Source: an optimization exercise on an open RTL-to-GDS flow (aim: small area, a short achievable clock period and few clock cycles per item). Production flows keep margins and buffers that such runs may drop.
RTL that was checked went through simulation tests only; none was proved equivalent to the original.
The RTL of run 7 was laid out without a check of its function.
Power is estimated from default activity; no workload was simulated.

`flow/flow/run.sh`:
```
#!/bin/bash
# Standard ORFS layout, with the port buffers made from the smallest buffer
# cell instead of the default delay buffer. Full tool output goes to
# flow_standard.log in the work folder.
set -uo pipefail
bash standard.sh 'BUFFER_PORTS_ARGS=-buffer_cell sky130_fd_sc_hd__buf_1' finish > flow_standard.log 2>&1
```
`flow/standard.sh`:
```
#!/bin/bash
# synth_recipe.tcl (not shown) runs the flow's synth.tcl, then flattens the netlist and writes it again
# the make line also repeats each setting of config.mk as NAME=value (left out here)
make -C /OpenROAD-flow-scripts/flow DESIGN_CONFIG=/design/flow/config.mk WORK_HOME=/design/flow/orfs CLKGATE_MAP_FILE= SYNTH_SCRIPT=/design/flow/synth_recipe.tcl "${@:-finish}"
```
`flow/config.mk`:
```
export PLATFORM = sky130hd
export DESIGN_NAME = rmt_wrapper
export DESIGN_NICKNAME = rmt_wrapper
export VERILOG_FILES = /design/flow/design.v
export SDC_FILE = /design/flow/constraint.sdc
export NUM_CORES = 4
export LEC_CHECK = 0
export ABC_AREA = 1
export ABC_CLOCK_PERIOD_IN_PS = 3000
export CAP_MARGIN = 20
export CORE_AREA = 5 5 485 485
export CTS_BUF_LIST = sky130_fd_sc_hd__clkbuf_8
export CTS_CLUSTER_DIAMETER = 60
export CTS_CLUSTER_SIZE = 16
export DIE_AREA = 0 0 490 490
export PLACE_DENSITY = 0.75
export SETUP_SLACK_MARGIN = 4.7
export SLEW_MARGIN = 20
```
`flow/constraint.sdc`:
```
create_clock -name core_clock -period 8.5 [get_ports {clk}]
set_input_delay 1.7000 -clock core_clock [delete_from_list [all_inputs] [get_ports {clk}]]
set_output_delay 1.7000 -clock core_clock [all_outputs]
set_load 0.01 [all_outputs]
```
`flow/design.v`:
```
module rmt_wrapper #(
    parameter int unsigned C_S_AXIS_DATA_WIDTH  = 512,
    parameter int unsigned C_S_AXIS_TUSER_WIDTH = 128,
    parameter int unsigned C_M_AXIS_DATA_WIDTH  = 512,
    parameter int unsigned C_S_AXI_DATA_WIDTH   = 32,
    parameter int unsigned C_S_AXI_ADDR_WIDTH   = 12,
    parameter logic [31:0] C_BASEADDR           = 32'h80000000,
    parameter int unsigned PHV_ADDR_WIDTH       = 4
) (
    input  logic                              clk,
    input  logic                              aresetn,
    input  logic [C_S_AXIS_DATA_WIDTH-1:0]    s_axis_tdata,
    input  logic [C_S_AXIS_DATA_WIDTH/8-1:0]  s_axis_tkeep,
    input  logic [C_S_AXIS_TUSER_WIDTH-1:0]   s_axis_tuser,
    input  logic                              s_axis_tvalid,
    output logic                              s_axis_tready,
    input  logic                              s_axis_tlast,
    output logic [C_M_AXIS_DATA_WIDTH-1:0]    m_axis_tdata,
    output logic [C_M_AXIS_DATA_WIDTH/8-1:0]  m_axis_tkeep,
    output logic [C_S_AXIS_TUSER_WIDTH-1:0]   m_axis_tuser,
    output logic                              m_axis_tvalid,
    input  logic                              m_axis_tready,
    output logic                              m_axis_tlast
);
    localparam int unsigned DATA_W  = C_M_AXIS_DATA_WIDTH;
    localparam int unsigned KEEP_W  = DATA_W / 8;
    localparam int unsigned USER_W  = C_S_AXIS_TUSER_WIDTH;
    localparam int unsigned ENTRIES = 1 << PHV_ADDR_WIDTH;
    localparam int unsigned KEY_W   = 16;
    logic unused_c;
    assign unused_c = ^{C_S_AXI_DATA_WIDTH, C_S_AXI_ADDR_WIDTH, C_BASEADDR};
    function automatic logic [7:0] pkt_byte(input logic [DATA_W-1:0] d, input int unsigned n);
        pkt_byte = d[8*n +: 8];
    endfunction
    function automatic logic [15:0] be16(input logic [DATA_W-1:0] d, input int unsigned n);
        be16 = {pkt_byte(d, n), pkt_byte(d, n + 1)};
    endfunction
    function automatic logic [31:0] be32(input logic [DATA_W-1:0] d, input int unsigned n);
        be32 = {be16(d, n), be16(d, n + 2)};
    endfunction
    logic                  beat0_q, drop_q;
    logic [KEY_W-1:0]      tbl_key_q [ENTRIES];
    logic [2:0]            tbl_code_q [ENTRIES];
    logic                  m_valid_q;
    logic [DATA_W-1:0]     m_data_q;
    logic [KEEP_W-1:0]     m_keep_q;
    logic [USER_W-1:0]     m_user_q;
    logic                  m_last_q;
    logic                  s_ready_c, accept_c;
    logic                  is_udp_c, is_cfg_c, cfg_wr_c, drop_beat_c;
    logic [KEY_W-1:0]      data_key_c;
    logic [ENTRIES-1:0]    match_c;
    logic [2:0]            hit_code_c;
    logic [4:0]            act_c;
    logic [2:0]            wr_code_c;
    logic [7:0]            wr_op_c;
    assign s_ready_c     = m_axis_tready;
    assign accept_c      = s_axis_tvalid && s_ready_c;
    assign s_axis_tready = s_ready_c;
    always_comb begin
        is_udp_c   = (be16(s_axis_tdata, 12) == 16'h8100) &&
                     (be16(s_axis_tdata, 16) == 16'h0800) &&
                     (pkt_byte(s_axis_tdata, 27) == 8'h11);
        is_cfg_c   = is_udp_c && (be16(s_axis_tdata, 40) == 16'hF1F2);
        data_key_c = be16(s_axis_tdata, 46);
    end
    logic [2:0] pc1 [8];
    logic [2:0] pc2 [4];
    logic [2:0] pc3 [2];
    logic [7:0] pm1;
    logic [3:0] pm2;
    logic [1:0] pm3;
    always_comb begin
        for (int i = 0; i < ENTRIES; i++)
            match_c[i] = (tbl_code_q[i] != 3'd0) && (tbl_key_q[i] == data_key_c);
        for (int i = 0; i < 8; i++) begin
            pm1[i] = match_c[2*i] | match_c[2*i+1];
            pc1[i] = match_c[2*i] ? tbl_code_q[2*i] : (match_c[2*i+1] ? tbl_code_q[2*i+1] : 3'd0);
        end
        for (int i = 0; i < 4; i++) begin
            pm2[i] = pm1[2*i] | pm1[2*i+1];
            pc2[i] = pm1[2*i] ? pc1[2*i] : pc1[2*i+1];
        end
        for (int i = 0; i < 2; i++) begin
            pm3[i] = pm2[2*i] | pm2[2*i+1];
            pc3[i] = pm2[2*i] ? pc2[2*i] : pc2[2*i+1];
        end
        hit_code_c = pm3[0] ? pc3[0] : pc3[1];
    end
    always_comb begin
        act_c = 5'd0;
        if (is_udp_c && s_axis_tkeep[59]) begin
            case (hit_code_c)
                3'd1: act_c = 5'b00001;
                3'd2: act_c = 5'b00010;
                3'd3: act_c = 5'b00100;
                3'd4: act_c = 5'b01000;
                3'd5: act_c = 5'b10000;
                default: act_c = 5'd0;
            endcase
        end
    end
    logic [31:0]       op_a, op_b, res;
    logic [DATA_W-1:0] mod_data_c;
    always_comb begin
        op_a = be32(s_axis_tdata, 48);
        op_b = be32(s_axis_tdata, 52);
        res  = ({32{act_c[0]}} & (op_a + op_b)) |
               ({32{act_c[1]}} & (op_a - op_b)) |
               ({32{act_c[2]}} & (op_a & op_b)) |
               ({32{act_c[3]}} & (op_a | op_b)) |
               ({32{act_c[4]}} & (op_a ^ op_b));
        mod_data_c = s_axis_tdata;
        if (beat0_q && act_c != 5'd0) begin
            for (int i = 0; i < 4; i++)
                mod_data_c[8*(56 + i) +: 8] = res[8*(3 - i) +: 8];
        end
    end
    always_comb begin
        drop_beat_c = beat0_q ? is_cfg_c : drop_q;
        cfg_wr_c    = accept_c && beat0_q && is_cfg_c;
        wr_op_c     = pkt_byte(s_axis_tdata, 49);
        if (!s_axis_tdata[8*50])
            wr_code_c = 3'd0;
        else if (wr_op_c >= 8'd1 && wr_op_c <= 8'd5)
            wr_code_c = wr_op_c[2:0];
        else
            wr_code_c = 3'd6;
    end
    always_ff @(posedge clk or posedge aresetn) begin
        if (aresetn) begin
            beat0_q   <= 1'b1;
            drop_q    <= 1'b0;
            m_valid_q <= 1'b0;
        end else if (s_ready_c) begin
            m_valid_q <= s_axis_tvalid && !drop_beat_c;
            if (s_axis_tvalid) begin
                beat0_q <= s_axis_tlast;
                drop_q  <= drop_beat_c && !s_axis_tlast;
            end
        end
    end
    always_ff @(posedge clk) begin
        if (s_ready_c) begin
            m_data_q <= mod_data_c;
            m_keep_q <= s_axis_tkeep;
            m_user_q <= s_axis_tuser;
            m_last_q <= s_axis_tlast;
        end
    end
    always_ff @(posedge clk or posedge aresetn) begin
        if (aresetn) begin
            for (int i = 0; i < ENTRIES; i++) tbl_code_q[i] <= 3'd0;
        end else if (cfg_wr_c) begin
            tbl_code_q[s_axis_tdata[8*46 +: PHV_ADDR_WIDTH]] <= wr_code_c;
        end
    end
    always_ff @(posedge clk) begin
        if (cfg_wr_c) tbl_key_q[s_axis_tdata[8*46 +: PHV_ADDR_WIDTH]] <= be16(s_axis_tdata, 47);
    end
    assign m_axis_tdata  = m_data_q;
    assign m_axis_tvalid = m_valid_q;
    assign m_axis_tkeep  = m_keep_q;
    assign m_axis_tuser  = m_user_q;
    assign m_axis_tlast  = m_last_q;
endmodule
```
==> results.txt, run 1 <==
* Antenna-violating nets left at 0
* Max Clock Skew at 0.08371 ns
* CP max stage cell: ha_1
* Post-route minimum period at 3.862 ns
* Final TNS setup at 0 ns
* Crit path largest cell delay at 0.57 ns
* Initial DRC count at 5249
* Initial antenna violation count at 322
* Nature of the critical path startpoint: primary input
* Relative slew slack at 26.89%
* Syn avg cell area at 12.21 um2
* Worst endpoint required time at 9.16 ns
* Hold WS at 0.4844 ns
* Initial Utilization at 18.38%
* Final wirelength at 324500 um
* Min-Delay Path Depth at 1
* First-pass GRT wire length at 390900 um
* Std-Cell Rows at 176
* Root buf cell: clkbuf_8
* Worst R2R Path Depth at 18
* Hold_sp: drop_q
* IO Pins at 1416
* WS Path Type: in -> reg
* Clock sink count at 1012
* CTS Buf Count at 131
* Worst-path maximum fanout at 9
* Max cap viols at 0
* Synth unique cells at 48
* Worst-path clk slew at 0.09 ns
* Vias at 36010
* Congestion Overflow GR at 0
* Peak Freq at 258.9 MHz
* Worst path most repeated cell: nand2_1
* Hold buffers post-CTS at 0
* Cell-internal power at 7.957 mW
* Vias per std cell at 4.332
* Net load switching power at 3.634 mW
* Post-synth net total at 4262
* Seq cells post-synth at 1012
* RSZ-0062 raised after global routing: true
* Die width at 490 um
* Port buffer count at 1415
* Final Util at 24.74%
* Clock share of power at 35.7%
* Post-synthesis sequential area ratio at 71.39%
* Maximum buffer depth of the clock tree at 3
* Share of cells above drive strength 1 at 11.50%
* Fin. Hold Viols at 0
* Fin nets at 5873
* Status: no timing/DRC/antenna violations
* Reg power frac at 51.1%
* Main synth FF type: edfxtp_1
* Worst setup EP type: flip-flop
* Lkg Pwr at 20.90 nW
* Tot Pwr at 11.59 mW
* Slew Viols, Final at 0
* Slew @ Worst Pin at 1.093 ns
* Post-synthesis async set-or-reset flop share at 5.040%
* Die area at 240100 um2
* Combinational share of power at 13.2%
* Power Density at 204.0 nW/um2
* Switching Fraction at 31.35%
* Synthesized instance count at 3456
* Gr usage total at 25.82%
* Placer Congestion at 1.117
* WP data arrival at 4.52 ns
* CTS tree: done
* Vias in the first global route at 32570
* Worst min-delay path class: reg -> reg
* Worst reg2reg path startpoint: tbl_code_q[3][0]
* Clock latency (worst-skew pair) at 0.97 ns
* Worst Setup SP: s_axis_tdata[424]
* Setup violators final at 0
* Critical path, cell by cell: buf_1, inv_1, ha_1, inv_1, a21oi_1, a21boi_0, nor2_1, nor2_1, nand2_1, nand2_1, nand2_1, xor2_1, nand3_1, nand2_1, nor2_2, a21oi_1
* Remaining DRCs at 0
* Core ar. at 229700 um2
* Drt wl/cell at 39.03 um
* Fillers at 24550
* Synthesis-to-finish area growth at 34.62%
* Synth Cell Area at 42210 um2
* Yosys warns at 5
* VDD IR max at 0.1356 mV
* Crit share post-route at 45.44%
* DP Wirelength at 273300 um
* Chip Height at 490 um
* EDFF count, synth at 961
* Largest net degree at the start of global routing at 145
* Number of H-tree levels at 4
* TritonRoute pass-1 iters at 6
cells by family after synthesis:
| kind of cell | synth area share [%] |
|---|---|
| DFF | 71.39 |
| and+or+nand+nor | 14.06 |
| AOI/OAI and AO/OA | 3.661 |
| xor gates and xnor gates | 3.091 |
| adders and majority gates | 2.911 |
| buffers and inverters | 4.894 |
cell type report:
class	instances	area (um2)	area share, %
Timing Repair Buffer	1565	7331	12.90
Timing Repair inverter	3	62.56	0.1101
Clock inverter	101	1035	1.821
Antenna cell	122	305.3	0.5372
Multi-Input combinational cell	1967	10840	19.08
Inverter	387	1526	2.686
Clock buffer	131	1803	3.173
Tap cell	3026	3786	6.663
Sequential cell	1012	30140	53.03
per-stage QoR:
step / instances / cell area (um2) / setup WS, ns
finish: 8314 / 56830 / 4.638
floorplan: 3456 / 42430 / 4.412
global route: 8214 / 56580 / 4.611
global placement: 7860 / 51360 / 2.246
CTS: 8135 / 55360 / 4.679
detailed placement: 7860 / 51360 / 2.108
critical path: cells and delay by family:
| kind | cells | cell delay, ns |
|---|---|---|
| AND/OR/NAND/NOR | 8 | 0.89 |
| adder cells (fa/ha/maj) | 1 | 0.57 |
| buffers and inverters | 3 | 0.64 |
| XOR/XNOR | 1 | 0.15 |
| AO/OA/AOI/OAI | 3 | 0.57 |
metal layers:
metal	GRT usage, %	vias up	wire [um]
met4	8.681	170	14050
met5	0	-	1105
met2	36.47	2712	129700
li1	-	15100	-
met3	19.41	771	62730
met1	29.92	17260	116900
power groups by stage:
stage,clock [mW],sequential [mW],combinational (mW)
6_report,4.14,5.92,1.53
3_5_place_dp,0,6.03,1.45
5_1_grt,4.44,5.94,1.60
2_1_floorplan,0,6.10,0.332
4_1_cts,4.28,5.92,1.50
3_3_place_gp,0,6.02,1.45
cells in the mapped netlist, types with 4 or more instances:
cell type / instances / share of area [%]
o21bai_1: 5 / 0.089
ha_1: 95 / 2.8
nand2_2: 6 / 0.089
edfxtp_1: 961 / 68
o21a_1: 9 / 0.16
a21oi_1: 98 / 1.2
inv_2: 15 / 0.13
nor2_1: 394 / 3.5
nand3_1: 157 / 1.9
o21ai_0: 116 / 1.4
o21ai_1: 13 / 0.15
inv_1: 370 / 3.3
a31oi_1: 5 / 0.074
nand4_1: 33 / 0.49
a21o_1: 7 / 0.12
dfrtp_1: 50 / 3.0
nand3b_1: 11 / 0.20
nor3_1: 39 / 0.46
xor2_1: 109 / 2.3
buf_4: 29 / 0.52
xnor2_1: 40 / 0.83
a21oi_2: 9 / 0.19
or2_2: 8 / 0.12
nor2_2: 6 / 0.089
nand2_1: 754 / 6.7
clkbuf_1: 27 / 0.24
buf_6: 15 / 0.40
buf_2: 24 / 0.28
nor4_1: 14 / 0.21
o211ai_1: 4 / 0.071
o221ai_1: 4 / 0.083
nand3_2: 4 / 0.095
placed cells by master, fill, tap and decap left out, drive strengths merged, types with 3 or more instances in the layout:
cell / Yosys / layout
clkdlybuf4s15: 0 / 7
clkinv: 0 / 42
xor2: 109 / 109
o21ai: 129 / 129
a21oi: 108 / 108
nand2: 761 / 765
bufbuf: 0 / 6
o21a: 9 / 9
nor4: 14 / 14
dfrtp: 50 / 50
a21boi: 3 / 3
nor2: 402 / 403
or4: 3 / 3
bufinv: 0 / 8
diode: 0 / 122
o211ai: 4 / 4
nand4: 33 / 33
nand3: 161 / 161
a31oi: 5 / 5
inv: 387 / 428
buf: 68 / 1528
clkinvlp: 0 / 13
clkbuf: 27 / 155
o221ai: 4 / 4
or2: 10 / 10
nand3b: 11 / 11
a21o: 7 / 7
xnor2: 40 / 40
o21bai: 5 / 5
nor3: 40 / 40
o2111ai: 3 / 3
ha: 95 / 95
edfxtp: 961 / 961
flip-flops by register name, summed over array words and instances, names as in the netlist:
register and count:
tbl_code_q 48, tbl_key_q 256, m_last_q 1, drop_q 1, m_valid_q 1, m_keep_q 64
beat0_q 1, m_user_q 128, m_data_q 512
worst paths after layout:
kind	to	slack (ns)
min in group asynchronous	tbl_code_q[13][1]	1.00
worst min-delay path	drop_q	0.48
max in group asynchronous	tbl_code_q[15][1]	7.01
worst min register to register	drop_q	0.48
worst max-delay path	m_data_q[449]	4.64
worst max register to register	m_data_q[455]	5.09
timing repair:
item | CTS | global route
setup endpoints to repair | 342 | 101
gates resized for setup | 135 | 171
pin swaps | 15 | 32
setup buffers | 31 | 50
cloned | 12 | 7
Testbench counts, summed over its fixed seeds: cycles 9,756, items 9,749.
==> run 2, diff against run 1 <==
==> flow/flow/run.sh (replaced) <==
#!/bin/bash
# Standard ORFS layout, with the port buffers made from the smallest buffer
# cell instead of the default delay buffer, and pins allowed on every track so
# that the die can be smaller. Full tool output goes to flow_standard.log in
# the work folder.
set -uo pipefail
bash standard.sh 'BUFFER_PORTS_ARGS=-buffer_cell sky130_fd_sc_hd__buf_1' \
  'PLACE_PINS_ARGS=-min_distance 1 -min_distance_in_tracks' finish > flow_standard.log 2>&1
==> flow/config.mk (replaced) <==
export PLATFORM = sky130hd
export DESIGN_NAME = rmt_wrapper
export DESIGN_NICKNAME = rmt_wrapper
export VERILOG_FILES = /design/flow/design.v
export SDC_FILE = /design/flow/constraint.sdc
export NUM_CORES = 4
export LEC_CHECK = 0
export ABC_AREA = 1
export ABC_CLOCK_PERIOD_IN_PS = 3000
export CAP_MARGIN = 20
export CORE_AREA = 5 5 355 355
export CTS_BUF_LIST = sky130_fd_sc_hd__clkbuf_16
export CTS_CLUSTER_DIAMETER = 100
export CTS_CLUSTER_SIZE = 30
export DIE_AREA = 0 0 360 360
export SETUP_SLACK_MARGIN = 4.0
export SLEW_MARGIN = 20
==> results.txt, run 2 <==
* Gr usage total at 34.15%
* Post-synthesis sequential area ratio at 71.39% (unchanged)
* Most frequent cells after synthesis: 961 x edfxtp_1, 754 x nand2_1, 394 x nor2_1
* Yosys warns at 5 (unchanged)
* Port buffer count at 1415 (unchanged)
* Main synth FF type: edfxtp_1
* Synth Cell Area at 42210 um2 (unchanged)
* Largest net degree at the start of global routing at 167
* Cells after DPL at 6451 (-18%)
* Hold buffers post-CTS at 0 (unchanged)
* Number of H-tree levels at 2 (-2)
* Post-synthesis async set-or-reset flop share at 5.040% (unchanged)
* Ranking of synthesized cells by area: edfxtp_1 68%, nand2_1 6.7%, nor2_1 3.5%, inv_1 3.3%, dfrtp_1 3.0%
* First-pass GRT wire length at 297900 um
* Syn avg cell area at 12.21 um2 (unchanged)
* Initial Utilization at 34.68% (+16 points)
* Std-Cell Rows at 128 (-27%)
* Congestion Overflow GR at 8
* EDFF count, synth at 961 (unchanged)
* Die width at 360 um (-27%)
* Clock sink count at 1012 (unchanged)
* Placer Congestion at 1.182 (+5.8%)
* CTS Buf Count at 46 (-65%)
* Synthesized instance count at 3456 (unchanged)
* Chip Height at 360 um (-27%)
* Synth unique cells at 48 (unchanged)
* DP Wirelength at 186100 um (-32%)
* Placed Area at 49380 um2 (-3.9%)
* Post-synth net total at 4262 (unchanged)
* Top-count cell post-synth: edfxtp_1
* IO Pins at 1416 (unchanged)
* Setup WS pre-CTS at 2.199 ns (+0.09116 ns)
* Tool error: [ERROR GRT-0116] Global routing finished with congestion. Check the congestion regions in the DRC Viewer.
* Synth top area share at 68.36% (unchanged)
* Status: aborted with a tool error
* Vias in the first global route at 33870
* Cell taking the most area after synthesis: edfxtp_1
* Root buf cell: clkbuf_16
* Maximum buffer depth of the clock tree at 3 (unchanged)
* Stopped at: global routing (5_1_grt)
* Seq cells post-synth at 1012 (unchanged)
run 2: layer usage:
layer	track usage (%)	overflow
met5	3.740	0
met4	27.61	1
met3	12.55	0
met2	53.72	7
met1	36.84	0
run 2: logic make-up after synthesis:
family,share of synthesized area (%)
compound gates,3.661
xor+xnor,3.091
fa+ha+maj,2.911
buf+inv,4.894
flops,71.39
simple gates,14.06
run 2: through the flow:
step / hold slack [ns] / utilization (%)
2_1_floorplan: 0.4442 / -
3_3_place_gp: 0.4582 / 40.57
3_5_place_dp: 0.4689 / 40.57
4_1_cts: 0.4912 / 42.15
run 2: how the worst max path moves through the flow:
stage | startpoint | end | slack, ns | cells past startpoint
4_1_cts | s_axis_tdata[373] | m_data_q[473] | 4.02 | 23
3_5_place_dp | s_axis_tdata[379] | m_data_q[448] | 2.20 | 22
2_1_floorplan | s_axis_tdata[223] | tbl_code_q[8][1] | 4.41 | 13
3_3_place_gp | s_axis_tdata[379] | m_data_q[468] | 2.21 | 22
run 2: repair_timing:
action,CTS
gates cloned,6
resized for setup,62
endpoints found under the setup margin,55
setup buffers,12
pin swaps,6
run 2: power groups by stage:
stage,Combinational (mW),Sequential (mW),Clock (mW)
after CTS,1.31,5.86,2.91
after global placement,1.30,5.96,0
after detailed placement,1.30,5.97,0
after floorplan,0.326,6.10,0
==> run 3, diff against run 2 <==
--- a/flow/config.mk
+++ b/flow/config.mk
@@ -10,8 +10,8 @@
 export CAP_MARGIN = 20
-export CORE_AREA = 5 5 355 355
+export CORE_AREA = 5 5 415 415
 export CTS_BUF_LIST = sky130_fd_sc_hd__clkbuf_16
-export CTS_CLUSTER_DIAMETER = 100
-export CTS_CLUSTER_SIZE = 30
-export DIE_AREA = 0 0 360 360
-export SETUP_SLACK_MARGIN = 4.0
+export CTS_CLUSTER_DIAMETER = 80
+export CTS_CLUSTER_SIZE = 24
+export DIE_AREA = 0 0 420 420
+export SETUP_SLACK_MARGIN = 4.4
 export SLEW_MARGIN = 20
==> results.txt, run 3 <==
* Stopped at: global routing (5_1_grt)
* Synth Cell Area at 42210 um2 (unchanged)
* Maximum buffer depth of the clock tree at 3 (unchanged)
* Synth top area share at 68.36% (unchanged)
* DP Wirelength at 167300 um (-10%)
* Main synth FF type: edfxtp_1
* EDFF count, synth at 961 (unchanged)
* First-pass GRT wire length at 276200 um
* Gr usage total at 22.70%
* Syn avg cell area at 12.21 um2 (unchanged)
* Cell taking the most area after synthesis: edfxtp_1
* Chip Height at 420 um (+17%)
* Clock sink count at 1012 (unchanged)
* Synth unique cells at 48 (unchanged)
* Yosys warns at 5 (unchanged)
* Post-synth net total at 4262 (unchanged)
* Post-synthesis sequential area ratio at 71.39% (unchanged)
* Std-Cell Rows at 150 (+17%)
* Ranking of synthesized cells by area: edfxtp_1 68%, nand2_1 6.7%, nor2_1 3.5%, inv_1 3.3%, dfrtp_1 3.0%
* Largest net degree at the start of global routing at 149
* Port buffer count at 1415 (unchanged)
* Root buf cell: clkbuf_16
* Post-synthesis async set-or-reset flop share at 5.040% (unchanged)
* Congestion Overflow GR at 7
* Most frequent cells after synthesis: 961 x edfxtp_1, 754 x nand2_1, 394 x nor2_1
* IO Pins at 1416 (unchanged)
* Initial Utilization at 25.24% (-9.4 points)
* Number of H-tree levels at 3 (+1)
* Tool error: [ERROR GRT-0116] Global routing finished with congestion. Check the congestion regions in the DRC Viewer.
* Placer Congestion at 0.9891 (-16%)
* Synthesized instance count at 3456 (unchanged)
* CTS Buf Count at 76 (+65%)
* Die width at 420 um (+17%)
* Status: aborted with a tool error
* Top-count cell post-synth: edfxtp_1
* Seq cells post-synth at 1012 (unchanged)
* Vias in the first global route at 34670
## run 3: cell counts after synthesis
No cell type changed its count.
## run 3: per-stage QoR
| step | area (um2) | hold slack [ns] | cells | worst slack, ns |
|---|---|---|---|---|
| 2_1_floorplan | 42210 | 0.4442 | 3456 | 4.412 |
| 3_3_place_gp | 50050 | 0.4637 | 7019 | 2.258 |
| 3_5_place_dp | 50070 | 0.4625 | 7019 | 2.200 |
| 4_1_cts | 54430 | 0.4812 | 7231 | 4.383 |
## run 3: how the worst max path moves through the flow
| stage | to | cells after the start | slack (ns) | from |
|---|---|---|---|---|
| after global placement | m_data_q[469] | 23 | 2.26 | s_axis_tdata[371] |
| after floorplan | tbl_code_q[8][1] | 13 | 4.41 | s_axis_tdata[223] |
| after CTS | m_data_q[458] | 16 | 4.38 | s_axis_tdata[408] |
| after detailed placement | m_data_q[453] | 23 | 2.20 | s_axis_tdata[371] |
## run 3: cell families after synthesis
| kind of cell | count (synthesis) | synth area share [%] |
|---|---|---|
| AND/OR/NAND/NOR | 1438 | 14.06 |
| flip-flops | 1012 | 71.39 |
| buffers and inverters | 482 | 4.894 |
| AO/OA/AOI/OAI | 278 | 3.661 |
| XOR/XNOR | 149 | 3.091 |
| adder cells (fa/ha/maj) | 97 | 2.911 |
## run 3: power by group through the flow
stage | combinational (mW) | clock [mW] | sequential [mW]
2_1_floorplan | 0.326 | 0 | 6.10
3_3_place_gp | 1.21 | 0 | 6.01
3_5_place_dp | 1.21 | 0 | 6.01
4_1_cts | 1.26 | 4.18 | 5.90
## run 3: timing repair
action | 4_1_cts
resized for setup | 144
setup endpoints to repair | 337
setup buffers | 62
cloned | 13
hold buffers | 0
pin swaps | 28
## run 3: per-layer routing
metal | GRT overflow | global-route usage [%]
met1 | 0 | 23.02
met2 | 4 | 38.01
met3 | 1 | 7.093
met4 | 2 | 19.41
met5 | 0 | 0.02779
==> run 4, diff against run 3 <==
==> flow/flow/run.sh (replaced) <==
#!/bin/bash
# Standard ORFS layout, with the port buffers made from the smallest buffer
# cell instead of the default delay buffer, and ORFS's power recovery after
# global routing (downsizes cells on paths that have slack to spare).
# Full tool output goes to flow_standard.log in the work folder.
set -uo pipefail
bash standard.sh 'BUFFER_PORTS_ARGS=-buffer_cell sky130_fd_sc_hd__buf_1' \
  'RECOVER_POWER=100' finish > flow_standard.log 2>&1
--- a/flow/config.mk
+++ b/flow/config.mk
@@ -10,8 +10,9 @@
 export CAP_MARGIN = 20
-export CORE_AREA = 5 5 415 415
-export CTS_BUF_LIST = sky130_fd_sc_hd__clkbuf_16
-export CTS_CLUSTER_DIAMETER = 80
-export CTS_CLUSTER_SIZE = 24
-export DIE_AREA = 0 0 420 420
-export SETUP_SLACK_MARGIN = 4.4
+export CORE_AREA = 5 5 485 485
+export CTS_BUF_LIST = sky130_fd_sc_hd__clkbuf_8
+export CTS_CLUSTER_DIAMETER = 60
+export CTS_CLUSTER_SIZE = 16
+export DIE_AREA = 0 0 490 490
+export PLACE_DENSITY = 0.75
+export SETUP_SLACK_MARGIN = 4.8
 export SLEW_MARGIN = 20
==> results.txt, run 4 <==
* Worst-path clk slew at 0.09 ns
* Share of cells above drive strength 1 at 9.596%
* Max cap viols at 16
* Worst setup EP type: flip-flop
* Post-synth net total at 4262 (unchanged)
* Final setup margin at 2.563 ns
* TritonRoute pass-1 iters at 6
* EDFF count, synth at 961 (unchanged)
* Hold_sp: drop_q
* Commonest non-fill, non-tap cells in the layout: 1043 x buf_1, 961 x edfxtp_1, 735 x nand2_1
* Most common cell after layout, fill and taps aside: buf_1
* Post-synthesis mux area share at 0% (unchanged)
* Hold buffers post-CTS at 0 (unchanged)
* Synthesis-to-finish area growth at 32.73%
* Slew @ Worst Pin at 3.061 ns
* Synth unique cells at 48 (unchanged)
* CTS Buf Count at 130 (+71%)
* Most frequent cells after synthesis: 961 x edfxtp_1, 754 x nand2_1, 394 x nor2_1
* First-pass GRT wire length at 395900 um
* Initial antenna violation count at 350
* Port buffer count at 1415 (unchanged)
* WS Path Type: in -> reg
* Gr usage total at 26.19%
* Nature of the critical path startpoint: primary input
* Die width at 490 um (+17%)
* CTS tree: done
* SO Viols: max-capacitance violations, max-slew violations
* Root buf cell: clkbuf_8
* Relative slew slack at -104.1%
* Drt wl/cell at 39.89 um
* Ranking of synthesized cells by area: edfxtp_1 68%, nand2_1 6.7%, nor2_1 3.5%, inv_1 3.3%, dfrtp_1 3.0%
* RSZ-0062 raised after global routing: true
* Cell taking the most area after synthesis: edfxtp_1
* Final TNS setup at 0 ns
* Std-Cell Rows at 176 (+17%)
* Cells after DPL at 7848 (+12%)
* Synthesized instance count at 3456 (unchanged)
* Synth top area share at 68.36% (unchanged)
* Synth Cell Area at 42210 um2 (unchanged)
* IO Pins at 1416 (unchanged)
* Main synth FF type: edfxtp_1
* Worst endpoint required time at 9.19 ns
* Placed Area at 51360 um2 (+2.6%)
* Synth Area in Adders at 2.911% (unchanged)
* Final Util at 24.40%
* VDD IR max at 0.1186 mV
* Fin nets at 5876
* Worst-path maximum fanout at 16
* Largest family of logic cells by synthesized area: simple AND/OR/NAND/NOR gates
* Vias per std cell at 4.420
* Post-synthesis async set-or-reset flop share at 5.040% (unchanged)
* Placer Congestion at 1.124 (+14%)
* Final std cells w/o fill at 8307
* Congestion Overflow GR at 0
* Simple-Gate Fraction of Synth Area at 14.06% (unchanged)
* Syn avg cell area at 12.21 um2 (unchanged)
* Peak Freq at 168.4 MHz
* Compound-Gate Fraction of Synth Area at 3.661% (unchanged)
* Max reg flops at 512
* Power Density at 206.7 nW/um2
* Setup WS pre-CTS at 2.307 ns (+0.1072 ns)
* Worst Setup SP: s_axis_tdata[378]
* WP data arrival at 6.62 ns
* DP Wirelength at 276300 um (+65%)
* Clock latency (worst-skew pair) at 0.98 ns
* Clock sink count at 1012 (unchanged)
* Remaining DRCs at 0
* Crit share post-route at 69.85%
* Vias in the first global route at 33060
* Maximum buffer depth of the clock tree at 3 (unchanged)
* Initial Utilization at 18.38% (-6.9 points)
* Vias at 36720
* Fillers at 24650
* Number of H-tree levels at 4 (+1)
* Chip Height at 490 um (+17%)
* Status: finished with violations
* Worst min-delay path class: reg -> reg
* Top-count cell post-synth: edfxtp_1
* Slew Viols, Final at 329
* Top reg by flops: m_data_q
* Setup violators final at 0
* Synth Area in XOR/XNOR at 3.091% (unchanged)
* Yosys warns at 5 (unchanged)
* Antenna-violating nets left at 0
* Post-synthesis sequential area ratio at 71.39% (unchanged)
* Max Clock Skew at 0.09176 ns
* Fin. Hold Viols at 0
* Seq cells post-synth at 1012 (unchanged)
* Design area at 56030 um2
* Core ar. at 229700 um2
* Die area at 240100 um2
* Initial DRC count at 5530
* Largest net degree at the start of global routing at 161
* Final wirelength at 331300 um
* Worst reg2reg path startpoint: tbl_code_q[3][0]
* Post-route minimum period at 5.937 ns
* Lkg Pwr at 20.40 nW
[run 4: per-stage QoR]
stage / hold WS [ns] / total power [mW]
3_5_place_dp: 0.4602 / 7.467
4_1_cts: 0.4792 / 11.70
5_1_grt: 0.5220 / 11.98
3_3_place_gp: 0.4541 / 7.458
2_1_floorplan: 0.4442 / 6.430
6_report: 0.4756 / 11.58
[run 4: timing repair]
item | 4_1_cts | 5_1_grt
endpoints found under the hold margin | 0 | 0
setup endpoints to repair | 378 | 255
resized for setup | 196 | 215
pin swaps | 32 | 58
gates cloned | 14 | 10
setup buffers | 66 | 26
[run 4: path summary, 6_finish.rpt]
path                                     endpoint  slack [ns]  cells past startpoint
worst min-delay path                       drop_q        0.48                      1
worst max register to register      m_data_q[477]        4.42                     17
max in group asynchronous        tbl_code_q[1][1]        5.91                      2
min in group asynchronous       tbl_code_q[14][0]        1.50                      2
worst min register to register             drop_q        0.48                      1
worst max-delay path                m_data_q[477]        2.56                     21
[run 4: cell families (layout without fill, tap and decap cells)]
| group | count (synthesis) | count (layout) |
|---|---|---|
| xor gates and xnor gates | 149 | 149 |
| adders and majority gates | 97 | 97 |
| other | 0 | 112 |
| DFF | 1012 | 1012 |
| and+or+nand+nor | 1438 | 1447 |
| AOI/OAI and AO/OA | 278 | 278 |
| buffers and inverters | 482 | 2186 |
[run 4: layout make-up]
| cell class | instances | area, um2 | share of cell area (%) |
|---|---|---|---|
| Multi-Input combinational cell | 1971 | 10820 | 19.31 |
| Sequential cell | 1012 | 30140 | 53.78 |
| Timing Repair inverter | 3 | 57.56 | 0.1027 |
| Inverter | 387 | 1520 | 2.713 |
| Tap cell | 3026 | 3786 | 6.757 |
| Antenna cell | 112 | 280.3 | 0.5002 |
| Timing Repair Buffer | 1565 | 6598 | 11.77 |
| Clock buffer | 130 | 1789 | 3.193 |
| Clock inverter | 101 | 1044 | 1.862 |
[run 4: worst max-delay path, cell delays in order]
cell and delay (ns):
clkbuf_1 0.72, clkbuf_1 0.46, clkbuf_1 0.67, nand2_1 0.11, nand2_1 0.09, nor2_1 0.04
nand2_1 0.06, nor2_1 0.05, nand3_1 0.20, nand2_1 0.15, nor2_1 0.20, clkinv_1 0.09
nor2_1 0.42, nand3_4 0.17, a21oi_1 0.50, nand2_2 0.08, nand2_1 0.26, nand2_8 0.23
clkbuf_1 0.20, nor2_2 0.12, a21oi_2 0.06
[run 4: report_power, final]
part / switching [mW] / internal, mW
logic: 1.16 / 0.341
clock network: 2.32 / 1.84
registers: 0.150 / 5.77
[run 4: metal layers]
metal	GRT usage (%)	vias up	part of all wire, %
li1	-	15110	-
met1	28.70	17490	34
met2	37.70	3012	40
met3	22.13	907	21
met4	7.267	204	4.4
met5	1.409	-	0.48
==> run 5, diff against run 4 <==
==> flow/flow/run.sh (replaced) <==
#!/bin/bash
# Standard ORFS layout with two changes to how it is made:
#  - port buffers use the smallest buffer cell instead of the default delay buffer;
#  - each input pin is placed next to the output pin of the same pass-through bit
#    (tdata, tkeep, tuser, tlast), so a register sits between two nearby pins.
# Full tool output goes to flow_standard.log in the work folder.
set -uo pipefail
groups=""
for i in $(seq 0 511); do groups+=" -group_pins {s_axis_tdata[$i] m_axis_tdata[$i]}"; done
for i in $(seq 0 63); do groups+=" -group_pins {s_axis_tkeep[$i] m_axis_tkeep[$i]}"; done
for i in $(seq 0 127); do groups+=" -group_pins {s_axis_tuser[$i] m_axis_tuser[$i]}"; done
groups+=" -group_pins {s_axis_tlast m_axis_tlast} -group_pins {s_axis_tvalid m_axis_tvalid}"
groups+=" -group_pins {m_axis_tready s_axis_tready}"
bash standard.sh 'BUFFER_PORTS_ARGS=-buffer_cell sky130_fd_sc_hd__buf_1' \
  "PLACE_PINS_ARGS=$groups" finish > flow_standard.log 2>&1
--- a/flow/config.mk
+++ b/flow/config.mk
@@ -15,3 +15,2 @@
 export DIE_AREA = 0 0 490 490
-export PLACE_DENSITY = 0.75
 export SETUP_SLACK_MARGIN = 4.8
==> results.txt, run 5 <==
* Status: no timing/DRC/antenna violations
* Power Density at 176.2 nW/um2 (-15%)
* Main synth FF type: edfxtp_1
* Core ar. at 229700 um2 (unchanged)
* Post-synthesis mux area share at 0% (unchanged)
* Nature of the critical path startpoint: primary input
* Most common cell after layout, fill and taps aside: buf_1
* Critical path, cell by cell: buf_1, inv_1, nand2_1, nor4_2, buf_4, nand4_1, nor2_2, buf_4, nand4_1, nor2_2, nand2_1, nor2_1, inv_2, buf_6, nor2_4, clkbuf_16
* Die width at 490 um (unchanged)
* Worst R2R Path Depth at 20 (+3)
* Yosys warns at 5 (unchanged)
* Simple-Gate Fraction of Synth Area at 14.06% (unchanged)
* Root buf cell: clkbuf_8
* Final Util at 25.08% (+0.68 points)
* Hold buffers post-CTS at 0 (unchanged)
* Std-Cell Rows at 176 (unchanged)
* Most frequent cells after synthesis: 961 x edfxtp_1, 754 x nand2_1, 394 x nor2_1
* Top-count cell post-synth: edfxtp_1
* First-pass GRT wire length at 217200 um (-45%)
* Post-synthesis async set-or-reset flop share at 5.040% (unchanged)
* Largest net degree at the start of global routing at 158 (-1.9%)
* Number of H-tree levels at 3 (-1)
* Die area at 240100 um2 (unchanged)
* Ranking of synthesized cells by area: edfxtp_1 68%, nand2_1 6.7%, nor2_1 3.5%, inv_1 3.3%, dfrtp_1 3.0%
* Worst-path clk slew at 0.10 ns (about the same)
* Vias at 32860 (-11%)
* Commonest non-fill, non-tap cells in the layout: 1394 x buf_1, 961 x edfxtp_1, 711 x nand2_1
* Gr usage total at 11.93% (-14 points)
* Synthesis-to-finish area growth at 36.45%
* Syn avg cell area at 12.21 um2 (unchanged)
* Largest family of logic cells by synthesized area: simple AND/OR/NAND/NOR gates
* DP Wirelength at 107000 um (-61%)
* Final wirelength at 155600 um (-53%)
* Max Clock Skew at 0.07126 ns (-0.02050 ns)
* Initial DRC count at 2818 (-49%)
* WP data arrival at 4.72 ns (-1.90 ns)
* Antenna-violating nets left at 0 (unchanged)
* Post-route minimum period at 4.127 ns (-1.811 ns)
* Setup violators final at 0 (unchanged)
* Fin. Hold Viols at 0 (unchanged)
* Min-Delay Path Depth at 1 (unchanged)
* EDFF count, synth at 961 (unchanged)
* TritonRoute pass-1 iters at 7 (+1)
* Vias per std cell at 4.012 (-9.2%)
* Max cap viols at 0 (-16)
* Crit share post-route at 48.55% (-21 points)
* Relative slew slack at 36.49% (+140 points)
* Remaining DRCs at 0 (unchanged)
* Peak Freq at 242.3 MHz (+44%)
* Synth Area in XOR/XNOR at 3.091% (unchanged)
* RSZ-0062 raised after global routing: true
* Worst min-delay path class: reg -> reg
* Post-synthesis sequential area ratio at 71.39% (unchanged)
* Clock latency (worst-skew pair) at 0.91 ns (-0.07 ns)
* Worst setup EP type: flip-flop
* Worst-path maximum fanout at 8 (-8)
* Initial Utilization at 18.38% (unchanged)
* Port buffer count at 1415 (unchanged)
* Fillers at 24260 (-1.6%)
* IO Pins at 1416 (unchanged)
* Vias in the first global route at 32420 (-1.9%)
* Initial antenna violation count at 7 (-98%)
* Share of cells above drive strength 1 at 13.74% (+4.1 points)
* Slew Viols, Final at 0 (-100%)
* WS Path Type: in -> reg
* Crit path largest cell delay at 0.46 ns (-0.26 ns)
* Synth Area in Adders at 2.911% (unchanged)
* Drt wl/cell at 19.00 um (-52%)
* Final TNS setup at 0 ns (unchanged)
* Fin nets at 5906 (+0.51%)
* Lkg Pwr at 21.11 nW (+3.5%)
* Compound-Gate Fraction of Synth Area at 3.661% (unchanged)
* CTS Buf Count at 89 (-32%)
* CTS tree: done
* Cell taking the most area after synthesis: edfxtp_1
* Worst endpoint required time at 9.09 ns (-0.10 ns)
* VDD IR max at 0.1398 mV (+18%)
* Seq cells post-synth at 1012 (unchanged)
* Slew @ Worst Pin at 0.9527 ns (-2.108 ns)
* Clock sink count at 1012 (unchanged)
* Congestion Overflow GR at 0 (unchanged)
* Placer Congestion at 0.9199 (-18%)
* Synth Cell Area at 42210 um2 (unchanged)
* Synth top area share at 68.36% (unchanged)
* Synth unique cells at 48 (unchanged)
* Max reg flops at 512 (unchanged)
* Post-synth net total at 4262 (unchanged)
* Top reg by flops: m_data_q
* Chip Height at 490 um (unchanged)
* Maximum buffer depth of the clock tree at 3 (unchanged)
* Synthesized instance count at 3456 (unchanged)
* CP max stage cell: nand4_1
==> run 5: worst max-delay path, delay by kind of cell <==
| family | cells | cell delay [ns] |
|---|---|---|
| buf+inv | 7 | 1.03 |
| simple gates | 9 | 1.97 |
==> run 5: power by group <==
part | switching [mW] | total [mW] | internal, mW
Combinational | 0.823 | 1.18 | 0.361
Sequential | 0.0844 | 5.84 | 5.76
Clock | 1.84 | 3.12 | 1.28
Total | 2.75 | 10.1 | 7.40
==> run 5: cell type report <==
cell class / instances / area [um2] / share of cell area [%]
Sequential cell: 1012 / 30140 / 52.32
Multi-Input combinational cell: 1972 / 11620 / 20.17
Timing Repair Buffer: 1635 / 8478 / 14.72
Tap cell: 3026 / 3786 / 6.573
Inverter: 387 / 1564 / 2.715
Clock buffer: 93 / 1280 / 2.222
Clock inverter: 58 / 653.1 / 1.134
Timing Repair inverter: 3 / 76.32 / 0.1325
Antenna cell: 4 / 10.01 / 0.01738
==> run 5: worst paths after layout <==
check | startpoint | endpoint | slack (ns)
max | s_axis_tdata[217] | tbl_key_q[0][8] | 4.37
min | drop_q | drop_q | 0.48
max reg2reg | tbl_code_q[2][0] | m_data_q[462] | 5.30
min reg2reg | drop_q | drop_q | 0.48
max in group asynchronous | aresetn | tbl_code_q[6][1] | 6.92
min in group asynchronous | aresetn | tbl_code_q[13][1] | 0.99
==> run 5: kinds of logic after synthesis <==
| group | Yosys count |
|---|---|
| XOR/XNOR | 149 |
| AO/OA/AOI/OAI | 278 |
| AND/OR/NAND/NOR | 1438 |
| buffers and inverters | 482 |
| adder cells (fa/ha/maj) | 97 |
| flip-flops | 1012 |
==> run 5: layer usage <==
metal	vias to the layer above	track usage, %	routed length (um)
li1	14970	-	-
met1	15650	13.66	57500
met2	1868	20.59	75540
met3	372	3.088	13920
met4	2	5.976	8600
met5	-	0	7
==> run 5: what timing repair did <==
| action | in CTS | in global routing |
|---|---|---|
| cloned | 28 | 10 |
| endpoints found under the setup margin | 339 | 337 |
| hold endpoints to repair | 0 | 0 |
| pin swaps | 47 | 85 |
| buffers inserted | 89 | 58 |
| resized for setup | 283 | 279 |
==> run 5: stage by stage <==
| step | area [um2] | hold slack, ns | setup WS, ns | power (mW) | cells |
|---|---|---|---|---|---|
| final | 57600 | 0.4806 | 4.373 | 10.15 | 8190 |
| after detailed placement | 51390 | 0.4625 | 1.763 | 7.074 | 7850 |
| after global routing | 57600 | 0.5121 | 4.333 | 10.59 | 8189 |
| after CTS | 55770 | 0.4857 | 4.186 | 10.27 | 8118 |
| after global placement | 51380 | 0.4572 | 0.4423 | 7.059 | 7849 |
| after floorplan | 42510 | 0.4442 | 4.546 | 6.430 | 3456 |
==> run 6, diff against run 5 <==
==> flow/flow/run.sh (replaced) <==
#!/bin/bash
# Standard ORFS layout with two changes to how it is made:
#  - port buffers use the smallest buffer cell instead of the default delay buffer;
#  - for pass-through bits that no logic reads (tdata outside bytes 12..59,
#    tkeep except bit 59, tuser), the input pin is placed next to the output
#    pin of the same bit, so their register sits between two nearby pins.
# Full tool output goes to flow_standard.log in the work folder.
set -uo pipefail
groups=""
for i in $(seq 0 511); do
  if (( i < 96 || i >= 480 )); then groups+=" -group_pins {s_axis_tdata[$i] m_axis_tdata[$i]}"; fi
done
for i in $(seq 0 63); do
  if (( i != 59 )); then groups+=" -group_pins {s_axis_tkeep[$i] m_axis_tkeep[$i]}"; fi
done
for i in $(seq 0 127); do groups+=" -group_pins {s_axis_tuser[$i] m_axis_tuser[$i]}"; done
bash standard.sh 'BUFFER_PORTS_ARGS=-buffer_cell sky130_fd_sc_hd__buf_1' \
  "PLACE_PINS_ARGS=$groups" finish > flow_standard.log 2>&1
--- a/flow/config.mk
+++ b/flow/config.mk
@@ -15,2 +15,3 @@
 export DIE_AREA = 0 0 490 490
+export PLACE_DENSITY = 0.75
 export SETUP_SLACK_MARGIN = 4.8
==> results.txt, run 6 <==
* Max reg flops at 512 (unchanged)
* Maximum buffer depth of the clock tree at 3 (unchanged)
* Vias at 34980 (+6.5%)
* DP Wirelength at 197700 um (+85%)
* Setup violators final at 0 (unchanged)
* Root buf cell: clkbuf_8
* Crit path largest cell delay at 0.57 ns (+0.11 ns)
* Largest net degree at the start of global routing at 152 (-3.8%)
* Most common cell after layout, fill and taps aside: buf_1
* Max Clock Skew at 0.07032 ns (-0.0009442 ns)
* Worst min-delay path class: reg -> reg
* Congestion Overflow GR at 0 (unchanged)
* Std-Cell Rows at 176 (unchanged)
* Min-Delay Path Depth at 1 (unchanged)
* EDFF count, synth at 961 (unchanged)
* Max cap viols at 0 (unchanged)
* Die width at 490 um (unchanged)
* IO Pins at 1416 (unchanged)
* WP data arrival at 4.49 ns (-0.23 ns)
* Critical path, cell by cell: buf_1, inv_1, ha_1, inv_1, a21oi_1, o21ai_0, a21oi_1, o211ai_1, or2_2, nand4_1, nand2_1, inv_1, a21oi_1
* Clock sink count at 1012 (unchanged)
* Nature of the critical path startpoint: primary input
* Final setup margin at 4.669 ns (+0.2952 ns)
* Antenna-violating nets left at 0 (unchanged)
* Status: no timing/DRC/antenna violations
* Final TNS setup at 0 ns (unchanged)
* Placer Congestion at 1.063 (+16%)
* Syn avg cell area at 12.21 um2 (unchanged)
* Vias in the first global route at 32320 (-0.31%)
* Initial antenna violation count at 193 (+186)
* Setup WS pre-CTS at 2.378 ns (+0.6150 ns)
* Clock latency (worst-skew pair) at 0.95 ns (+0.04 ns)
* Worst reg2reg path startpoint: tbl_code_q[2][0]
* Synth unique cells at 48 (unchanged)
* Gr usage total at 19.43% (+7.5 points)
* Initial Utilization at 18.38% (unchanged)
* Cells after DPL at 7847 (-0.038%)
* Chip Height at 490 um (unchanged)
* RSZ-0062 raised after global routing: true
* CP max stage cell: ha_1
* Fin. Hold Viols at 0 (unchanged)
* Port buffer count at 1415 (unchanged)
* Remaining DRCs at 0 (unchanged)
* Core ar. at 229700 um2 (unchanged)
* Top reg by flops: m_data_q
* Synth Cell Area at 42210 um2 (unchanged)
* First-pass GRT wire length at 311800 um (+44%)
* Vias per std cell at 4.224 (+5.3%)
* R2r setup slk at 5.21 ns (-0.09 ns)
* Synth top area share at 68.36% (unchanged)
* Fin nets at 5891 (-0.25%)
* Ranking of synthesized cells by area: edfxtp_1 68%, nand2_1 6.7%, nor2_1 3.5%, inv_1 3.3%, dfrtp_1 3.0%
* Worst-path maximum fanout at 8 (unchanged)
* Top-count cell post-synth: edfxtp_1
* Tot Pwr at 11.04 mW (+8.8%)
* Power Density at 192.5 nW/um2 (+9.3%)
* Worst setup EP type: flip-flop
* Yosys warns at 5 (unchanged)
* CTS tree: done
* Design area at 57350 um2 (-0.43%)
* Synthesized instance count at 3456 (unchanged)
* Number of H-tree levels at 3 (unchanged)
* Post-synthesis async set-or-reset flop share at 5.040% (unchanged)
* Synthesis-to-finish area growth at 35.86%
* Relative slew slack at 18.47% (-18 points)
* WS Path Type: in -> reg
* Final std cells w/o fill at 8282 (+1.1%)
* Crit path to: m_data_q[452]
* Post-route minimum period at 3.831 ns (-0.2952 ns)
* Worst Setup SP: s_axis_tdata[431]
* Crit share post-route at 45.08% (-3.5 points)
* Fillers at 24290 (+0.15%)
* CTS Buf Count at 114 (+28%)
* Lkg Pwr at 21.07 nW (-0.22%)
* Final Util at 24.97% (-0.11 points)
* Share of cells above drive strength 1 at 13.80% (+0.061 points)
* Final wirelength at 247900 um (+59%)
* R2r endpoint: m_data_q[449]
* Hold buffers post-CTS at 0 (unchanged)
* Commonest non-fill, non-tap cells in the layout: 1357 x buf_1, 961 x edfxtp_1, 710 x nand2_1
* Worst endpoint required time at 9.16 ns (+0.07 ns)
* Die area at 240100 um2 (unchanged)
* Worst-path clk slew at 0.09 ns (about the same)
* Peak Freq at 261.0 MHz (+7.7%)
* Slew Viols, Final at 0 (unchanged)
* Slew @ Worst Pin at 1.206 ns (+0.2533 ns)
* Drt wl/cell at 29.93 um (+58%)
* Most frequent cells after synthesis: 961 x edfxtp_1, 754 x nand2_1, 394 x nor2_1
* Worst R2R Path Depth at 18 (-10%)
* VDD IR max at 0.1206 mV (-14%)
* Initial DRC count at 4322 (+53%)
* Main synth FF type: edfxtp_1
* Post-synth net total at 4262 (unchanged)
* Hold WS at 0.4984 ns (+0.01787 ns)
* Post-synthesis sequential area ratio at 71.39% (unchanged)
* TritonRoute pass-1 iters at 7 (unchanged)
* Placed Area at 51370 um2 (about the same)
* Cell taking the most area after synthesis: edfxtp_1
* Seq cells post-synth at 1012 (unchanged)
==> run 6: cell type report <==
type | instances | area [um2] | area share [%]
Antenna cell | 90 | 225.2 | 0.3927
Clock buffer | 115 | 1583 | 2.760
Clock inverter | 82 | 968.4 | 1.689
Inverter | 387 | 1530 | 2.668
Multi-Input combinational cell | 1967 | 11220 | 19.56
Sequential cell | 1012 | 30140 | 52.54
Tap cell | 3026 | 3786 | 6.602
Timing Repair Buffer | 1601 | 7873 | 13.73
Timing Repair inverter | 2 | 36.28 | 0.06327
==> run 6: how the worst min path moves through the flow <==
stage / start / end
floorplan: drop_q / drop_q
global placement: drop_q / drop_q
detailed placement: tbl_code_q[10][2] / tbl_code_q[10][2]
CTS: tbl_code_q[10][2] / tbl_code_q[10][2]
global route: drop_q / drop_q
finish: drop_q / drop_q
==> run 6: cells by family (layout without fill, tap and decap cells) <==
group           count (synthesis)  after routing  synth area share (%)
xor+xnor                      149            149                 3.091
fa+ha+maj                      97             97                 2.911
other cells                     0             90                     0
simple gates                 1438           1443                 14.06
compound gates                278            278                 3.661
flops                        1012           1012                 71.39
buf+inv                       482           2187                 4.894
==> run 6: repair_timing <==
action,4_1_cts,5_1_grt
cloned,13,9
pin swaps,33,83
setup endpoints to repair,359,166
resized for setup,173,273
buffers inserted,88,38
hold endpoints to repair,0,0
==> run 6: worst max-delay path, delay by kind of cell <==
family          cells  cell delay (ns)
compound gates      5             0.81
simple gates        3             0.50
fa+ha+maj           1             0.57
buf+inv             4             0.91
==> run 6: where the power goes <==
part / switching, mW / internal, mW
logic: 0.981 / 0.382
clock network: 2.23 / 1.54
registers: 0.140 / 5.76
==> run 6: layer usage <==
metal	vias up	track usage, %	part of all wire [%]
met3	632	12.97	18
met1	16630	20.57	33
li1	15070	-	-
met4	142	6.445	4.3
met5	-	0	0.38
met2	2510	31.08	45
==> run 7, diff against run 6 <==
--- a/flow/design.v
+++ b/flow/design.v
@@ -66,8 +66,2 @@
     end
-    logic [2:0] pc1 [8];
-    logic [2:0] pc2 [4];
-    logic [2:0] pc3 [2];
-    logic [7:0] pm1;
-    logic [3:0] pm2;
-    logic [1:0] pm3;
     always_comb begin
@@ -75,15 +69,5 @@
             match_c[i] = (tbl_code_q[i] != 3'd0) && (tbl_key_q[i] == data_key_c);
-        for (int i = 0; i < 8; i++) begin
-            pm1[i] = match_c[2*i] | match_c[2*i+1];
-            pc1[i] = match_c[2*i] ? tbl_code_q[2*i] : (match_c[2*i+1] ? tbl_code_q[2*i+1] : 3'd0);
-        end
-        for (int i = 0; i < 4; i++) begin
-            pm2[i] = pm1[2*i] | pm1[2*i+1];
-            pc2[i] = pm1[2*i] ? pc1[2*i] : pc1[2*i+1];
-        end
-        for (int i = 0; i < 2; i++) begin
-            pm3[i] = pm2[2*i] | pm2[2*i+1];
-            pc3[i] = pm2[2*i] ? pc2[2*i] : pc2[2*i+1];
-        end
-        hit_code_c = pm3[0] ? pc3[0] : pc3[1];
+        hit_code_c = 3'd0;
+        for (int i = ENTRIES - 1; i >= 0; i--)
+            if (match_c[i]) hit_code_c = tbl_code_q[i];
     end
==> flow/flow/run.sh (replaced) <==
#!/bin/bash
# Standard ORFS layout, with the port buffers made from the smallest buffer
# cell instead of the default delay buffer. Full tool output goes to
# flow_standard.log in the work folder.
set -uo pipefail
bash standard.sh 'BUFFER_PORTS_ARGS=-buffer_cell sky130_fd_sc_hd__buf_1' finish > flow_standard.log 2>&1
==> results.txt, run 7 <==
* Std-Cell Rows at 176 (unchanged)
* WS Path Type: in -> reg
* Synthesis-to-finish area growth at 35.54%
* Final wirelength at 269900 um (+8.9%)
* Antenna-violating nets left at 0 (unchanged)
* Largest net degree at the start of global routing at 159 (+4.6%)
* Maximum buffer depth of the clock tree at 3 (unchanged)
* FF/Latch Area at 30140 um2 (unchanged)
* Commonest non-fill, non-tap cells in the layout: 1372 x buf_1, 961 x edfxtp_1, 462 x nand2_1
* Slew @ Worst Pin at 1.081 ns (-0.1246 ns)
* Worst reg2reg path startpoint: tbl_code_q[14][0]
* Placer Congestion at 0.9572 (-9.9%)
* Main synth FF type: edfxtp_1
* Final TNS setup at 0 ns (unchanged)
* VDD IR max at 0.1379 mV (+14%)
* Seq cells post-synth at 1012 (unchanged)
* Die area at 240100 um2 (unchanged)
* Share of cells above drive strength 1 at 13.25% (-0.55 points)
* First-pass GRT wire length at 337200 um (+8.2%)
* WP data arrival at 5.53 ns (+1.04 ns)
* Vias at 32530 (-7.0%)
* Initial DRC count at 3533 (-18%)
* Chip Height at 490 um (unchanged)
* Worst endpoint required time at 9.14 ns (-0.02 ns)
* Slew Viols, Final at 0 (unchanged)
* Tot Pwr at 11.12 mW (+0.68%)
* EDFF count, synth at 961 (unchanged)
* Gr usage total at 21.53% (+2.1 points)
* Die width at 490 um (unchanged)
* Root buf cell: clkbuf_8
* Clock sink count at 1012 (unchanged)
* CTS tree: done
* Setup violators final at 0 (unchanged)
* Synthesized instance count at 2902 (-16%)
* Multi-input gate area at 9593 um2 (-14%)
* Hold buffers post-CTS at 0 (unchanged)
* Core ar. at 229700 um2 (unchanged)
* Max Clock Skew at 0.06788 ns (-0.002434 ns)
* Remaining DRCs at 0 (unchanged)
* Post-synth net total at 3708 (-13%)
* Max reg flops at 512 (unchanged)
* CP max stage cell: or2_2
* Post-route minimum period at 4.896 ns (+1.065 ns)
* Synth unique cells at 63 (+31%)
* Fillers at 24480 (+0.79%)
* Congestion Overflow GR at 0 (unchanged)
* Peak Freq at 204.2 MHz (-22%)
* RSZ-0062 raised after global routing: true
* Vias per std cell at 4.203 (-0.49%)
* Relative slew slack at 27.91% (+9.4 points)
* Fin. Hold Viols at 0 (unchanged)
* Max cap viols at 0 (unchanged)
* Cell taking the most area after synthesis: edfxtp_1
* TritonRoute pass-1 iters at 8 (+1)
* R2r setup slk at 4.24 ns (-0.97 ns)
* Ranking of synthesized cells by area: edfxtp_1 71%, nand2_1 4.5%, xor2_1 3.1%, dfrtp_1 3.1%, ha_1 2.9%
* CTS Buf Count at 113 (-0.88%)
* Yosys warns at 2 (-3)
* Number of H-tree levels at 3 (unchanged)
* Lkg Pwr at 19.25 nW (-8.6%)
* Syn avg cell area at 13.98 um2 (+14%)
* Port buffer count at 1415 (unchanged)
* Most common cell after layout, fill and taps aside: buf_1
* Worst min-delay path class: reg -> reg
* Initial Utilization at 17.66% (-0.72 points)
* Hold_sp: tbl_code_q[10][2]
* Post-synthesis async set-or-reset flop share at 5.040% (unchanged)
* Status: no timing/DRC/antenna violations
* Crit share post-route at 57.60% (+13 points)
* Synth top area share at 71.14% (+2.8 points)
* Worst R2R Path Depth at 39 (+21)
* Worst path most repeated cell: nand2_1
* Synth Cell Area at 40560 um2 (-3.9%)
* IO Pins at 1416 (unchanged)
* Top-count cell post-synth: edfxtp_1
* Min-Delay Path Depth at 2 (+1)
* Fin nets at 5343 (-9.3%)
* Worst-path maximum fanout at 7 (-1)
* Crit path largest cell delay at 0.31 ns (-0.26 ns)
* DP Wirelength at 225600 um (+14%)
* Initial antenna violation count at 241 (+25%)
* Vias in the first global route at 31440 (-2.7%)
* Worst setup EP type: flip-flop
* Hold EP: tbl_code_q[10][2]
* Most frequent cells after synthesis: 961 x edfxtp_1, 487 x nand2_1, 275 x inv_1
* Top reg by flops: m_data_q
* R2r endpoint: m_data_q[451]
* Post-synthesis sequential area ratio at 74.29% (+2.9 points)
* Worst-path clk slew at 0.09 ns (about the same)
* Nature of the critical path startpoint: primary input
* Power Density at 202.2 nW/um2 (+5.0%)
* Drt wl/cell at 34.87 um (+16%)
* Clock latency (worst-skew pair) at 0.90 ns (-0.05 ns)
-- run 7: what timing repair did --
item,4_1_cts,5_1_grt
pin swaps,89,50
buffers inserted,91,23
setup endpoints to repair,203,313
gates cloned,11,1
gates resized for setup,201,71
-- run 7: worst max-delay path, delay by kind of cell --
kind / cells / cell delay [ns]
AOI/OAI and AO/OA: 3 / 0.55
and+or+nand+nor: 22 / 2.26
buffers and inverters: 8 / 1.00
-- run 7: logic make-up (layout without fill, tap and decap cells) --
group	after synthesis	in the layout	synth area share (%)
buffers and inverters	365	2085	3.877
other	0	87	0
flip-flops	1012	1012	74.29
XOR/XNOR	198	198	4.275
adder cells (fa/ha/maj)	97	97	3.029
AO/OA/AOI/OAI	308	308	4.454
AND/OR/NAND/NOR	922	927	10.07
-- run 7: worst max-delay path by stage --
stage	startpoint	slack (ns)	to
after floorplan	s_axis_tdata[443]	3.64	m_data_q[452]
after global placement	s_axis_tdata[368]	1.51	m_data_q[463]
after detailed placement	s_axis_tdata[373]	1.51	m_data_q[455]
after CTS	s_axis_tdata[374]	3.73	m_data_q[451]
after global routing	s_axis_tdata[373]	3.44	m_data_q[451]
final	s_axis_tdata[373]	3.60	m_data_q[451]
-- run 7: final cells by class --
cell class	instances	share of cell area, %
inverter	291	2.135
timing repair inverter	3	0.07510
antenna	87	0.3960
multi-input combinational	1530	17.45
tap	3026	6.886
clock inverter	91	1.893
sequential	1012	54.81
clock buffer	114	2.854
timing repair buffer	1586	13.50
-- run 7: through the flow --
step / std cells / area (um2) / worst slack, ns / util (%) / hold WS [ns]
floorplan: 2902 / 40840 / 3.642 / - / 0.4530
global placement: 7322 / 49900 / 1.510 / 21.73 / 0.4772
detailed placement: 7322 / 49920 / 1.514 / 21.73 / 0.4892
CTS: 7629 / 54320 / 3.731 / 23.65 / 0.5116
global route: 7691 / 54860 / 3.440 / 23.88 / 0.5496
finish: 7740 / 54980 / 3.604 / 23.94 / 0.5102
-- run 7: power by group --
group          switching [mW]  internal (mW)  leakage (nW)
registers               0.170           5.77          9.91
clock network            2.23           1.64          1.32
logic                   0.948          0.364          8.03
total                    3.35           7.77          19.3
-- run 7: per-layer routing --
| metal | track usage (%) | vias up | routed length (um) |
|---|---|---|---|
| met5 | 0 | - | 559 |
| met4 | 8.630 | 88 | 13970 |
| met3 | 10.28 | 637 | 35950 |
| met2 | 36.39 | 2340 | 127500 |
| met1 | 23.16 | 15910 | 91960 |
| li1 | - | 13560 | - |

-- re-timing with driven ports --
The flow's constraints put no driver on any port. The routed layouts listed below were extracted and timed again, unchanged, in two steps. Step 1, drivers: a clkbuf_16 drives clk and a buf_2 each remaining input, both assumed. Step 2 times the ports against the registers' clock, not the clock port: input delays grow and output delays shrink by t, the midpoint of the rising clock arrivals with the driver on. Slacks: ideal / step 1 / step 2; pairs: ideal / step 1.
| run | t (ns) | setup WS [ns] | hold slack, ns | worst register clock-pin slew, ns |
|---|---|---|---|---|
| run 1 | 0.990 | 4.638 / 4.631 / 3.648 | 0.484 / 0.484 / 0.484 | 0.11 / 0.11 |
| run 4 | 0.997 | 2.563 / 2.601 / 1.604 | 0.476 / 0.476 / 0.476 | 0.11 / 0.11 |
| run 5 | 0.925 | 4.373 / 4.417 / 3.492 | 0.481 / 0.481 / 0.481 | 0.11 / 0.11 |
| run 6 | 0.958 | 4.669 / 4.600 / 3.642 | 0.498 / 0.498 / 0.498 | 0.11 / 0.11 |
| run 7 | 0.976 | 3.604 / 3.509 / 2.533 | 0.510 / 0.510 / 0.510 | 0.11 / 0.11 |
The setup slack of run 7, which loses most, moves by -0.095 ns with the drivers and by -1.071 ns with both steps.
